This is an optimization exercise on Yosys and OpenROAD, whose aim is small area and a short achievable clock period, not a production implementation.
Only simulation tests tie the RTL to the original design; equivalence was not proved.
Power and IR drop assume default switching activity.

==> build 53 <==
Design ioPlatformTop, start of the top module:
module ioPlatformTop #(
  parameter int NumHarts = 2,
  parameter int NumIrqs  = 8
) (
  input  logic                clk_i,
  input  logic                arstN_i,
  input  logic                reqValid_i,
  input  logic                reqWrite_i,
  input  ioPlatformPkg::ioAddrT              reqAddr_i,
  input  ioPlatformPkg::ioDataT              reqWdata_i,
  input  logic                uartIrq_i,
  input  logic                sdIrq_i,
  output logic                rspValid_o,
  output ioPlatformPkg::ioDataT              rspData_o,
  output logic                rspErr_o,
  output logic [NumHarts-1:0] msip_o,
  output logic [NumHarts-1:0] mtip_o,
  output logic [NumHarts-1:0] extIrq_o
);
export LEC_CHECK = 0
export CAP_MARGIN = 20
export CORE_MARGIN = 2
export CORE_UTILIZATION = 40
export CTS_BUF_LIST = sky130_fd_sc_hd__clkbuf_4 sky130_fd_sc_hd__clkbuf_8
export SLEW_MARGIN = 20
export SYNTH_HIERARCHICAL = 1
export TNS_END_PERCENT = 0
create_clock -name core_clock -period 13.0 [get_ports {clk_i}]
standard.sh (not shown) runs the stock make flow with config.mk's settings and CLKGATE_MAP_FILE= SYNTH_SCRIPT=/design/flow/synth_recipe.tcl, a recipe that flattens the netlist after the stock synthesis.
==> flow/flow/run.sh <==
#!/bin/bash
# Standard ORFS layout (the standard.sh, standard synthesis unchanged) with
# these layout choices changed:
#  - after synthesis every combinational cell is set to its smallest drive
#    strength (flow/downsize.tcl); the repair steps upsize where timing needs it
#  - port buffers are plain buf_2 cells instead of the delay cell buffer_ports
#    picks
#  - repair_timing aims for a setup margin near the period this design reaches
# make's full output goes to flow_make.log; ORFS keeps each step's log under
# orfs/logs.
set -euo pipefail
here=$(pwd)
bash standard.sh \
  SETUP_SLACK_MARGIN=9.1 \
  "BUFFER_PORTS_ARGS=-buffer_cell sky130_fd_sc_hd__buf_2" \
  POST_SYNTH_TCL="$here/flow/downsize.tcl" \
  finish > flow_make.log 2>&1
==> flow/flow/downsize.tcl <==
# Sets every combinational cell of the synthesized netlist to the smallest
# drive strength of its function (same cell name up to the _N suffix), so
# that the later repair steps upsize only where timing asks for it.
set n 0
foreach inst [get_cells *] {
  set master [get_property $inst ref_name]
  if { ![regexp {^(sky130_fd_sc_hd__([a-z0-9]+))_([0-9]+)$} $master -> base kind size] } {
    continue
  }
  # flip-flops keep the cell synthesis gave them; tie cells stay as they are
  if { [regexp {^(df|edf|sdf|sedf|dl|conb|clk|probe|lpflow|tap|fill|decap|diode)} $kind] } {
    continue
  }
  set best ""
  set bestArea 1e9
  foreach lc [get_lib_cells */${base}_*] {
    set name [get_property $lc name]
    if { ![regexp "^${base}_\[0-9\]+\$" $name] } { continue }
    if { [get_property $lc dont_use] } { continue }
    set area [get_property $lc area]
    if { $area < $bestArea } {
      set bestArea $area
      set best $lc
    }
  }
  if { $best ne "" && [get_property $best name] ne $master } {
    replace_cell $inst $best
    incr n
  }
}
puts "downsize: $n cells set to their smallest drive strength"
==> build 66 (differences from build 53) <==
CTS_BUF_LIST = unset   (was sky130_fd_sc_hd__clkbuf_4 sky130_fd_sc_hd__clkbuf_8)
TNS_END_PERCENT = unset   (was 0)
==> run summary <==
GR Util met1: 32.1%
metal3 WL: 3330 microns
initial antenna violation count: 8
status: timing/DRC/antenna clean
hold path start: prioQ[3][0]$_DFFE_PN0N_
DRT Wirelength: 62500 microns
fraction of final layout cells with drive strength greater than 1: 19.8%
wire per inst: 20.9 microns
met2 Use GR: 40.6%
clk pwr: 0.00113 W
static leakage power: 8.91 nW
Pwr top: clock
first-pass GRT wire length: 94700 microns
slowest stage cell, crit path: nor4_4
DRT iter0 DRCs: 1454
# the run above: build 66

==> run summary <==
Filler Cell Count: 4566
GR Util met1: 30.9%
first-pass GRT wire length: 92800 microns
Pwr Density: 94.9 mW/mm^2
hold path start: prioQ[5][0]$_DFFE_PN0N_
wire per inst: 20.3 microns
DRT iter0 DRCs: 1580
die area: 0.0497 sq mm
initial antenna violation count: 3
metal3 WL: 3770 microns
clk pwr: 0.000996 W
Non-Filler Instances: 2996
slowest stage cell, crit path: a211oi_2
fraction of final layout cells with drive strength greater than 1: 16.0%
status: timing/DRC/antenna clean
final setup fails: 0
# the run above: build 53

## port drivers added, routing unchanged
No port has a modelled driver above. Below, the same layouts with a new extraction and two added sets of constraints. Step 1: set_driving_cell puts a clkbuf_16 on clk_i and a buf_2 on each other input, an assumption about the parent block. Step 2, shift: input delay + t, output delay - t, t = (earliest + latest rising clock arrival at the registers) / 2. This alone moves slack from input paths to output paths. a / b / c = ideal / step 1 / step 2; a / b = the first two.
run | t (ns) | setup WS [ns] | hold WS [ns] | slew at the worst register clock pin (ns)
build 53 | 0.697 | 8.827 / 8.861 / 8.164 | 0.481 / 0.481 / 0.481 | 0.07 / 0.07
build 66 | 0.625 | 8.860 / 8.891 / 8.266 | 0.489 / 0.489 / 0.489 | 0.07 / 0.07
After both steps setup and hold are still met in every run listed. The setup slack of build 53, which loses most, moves by +0.034 ns with the drivers and by -0.663 ns with both steps.
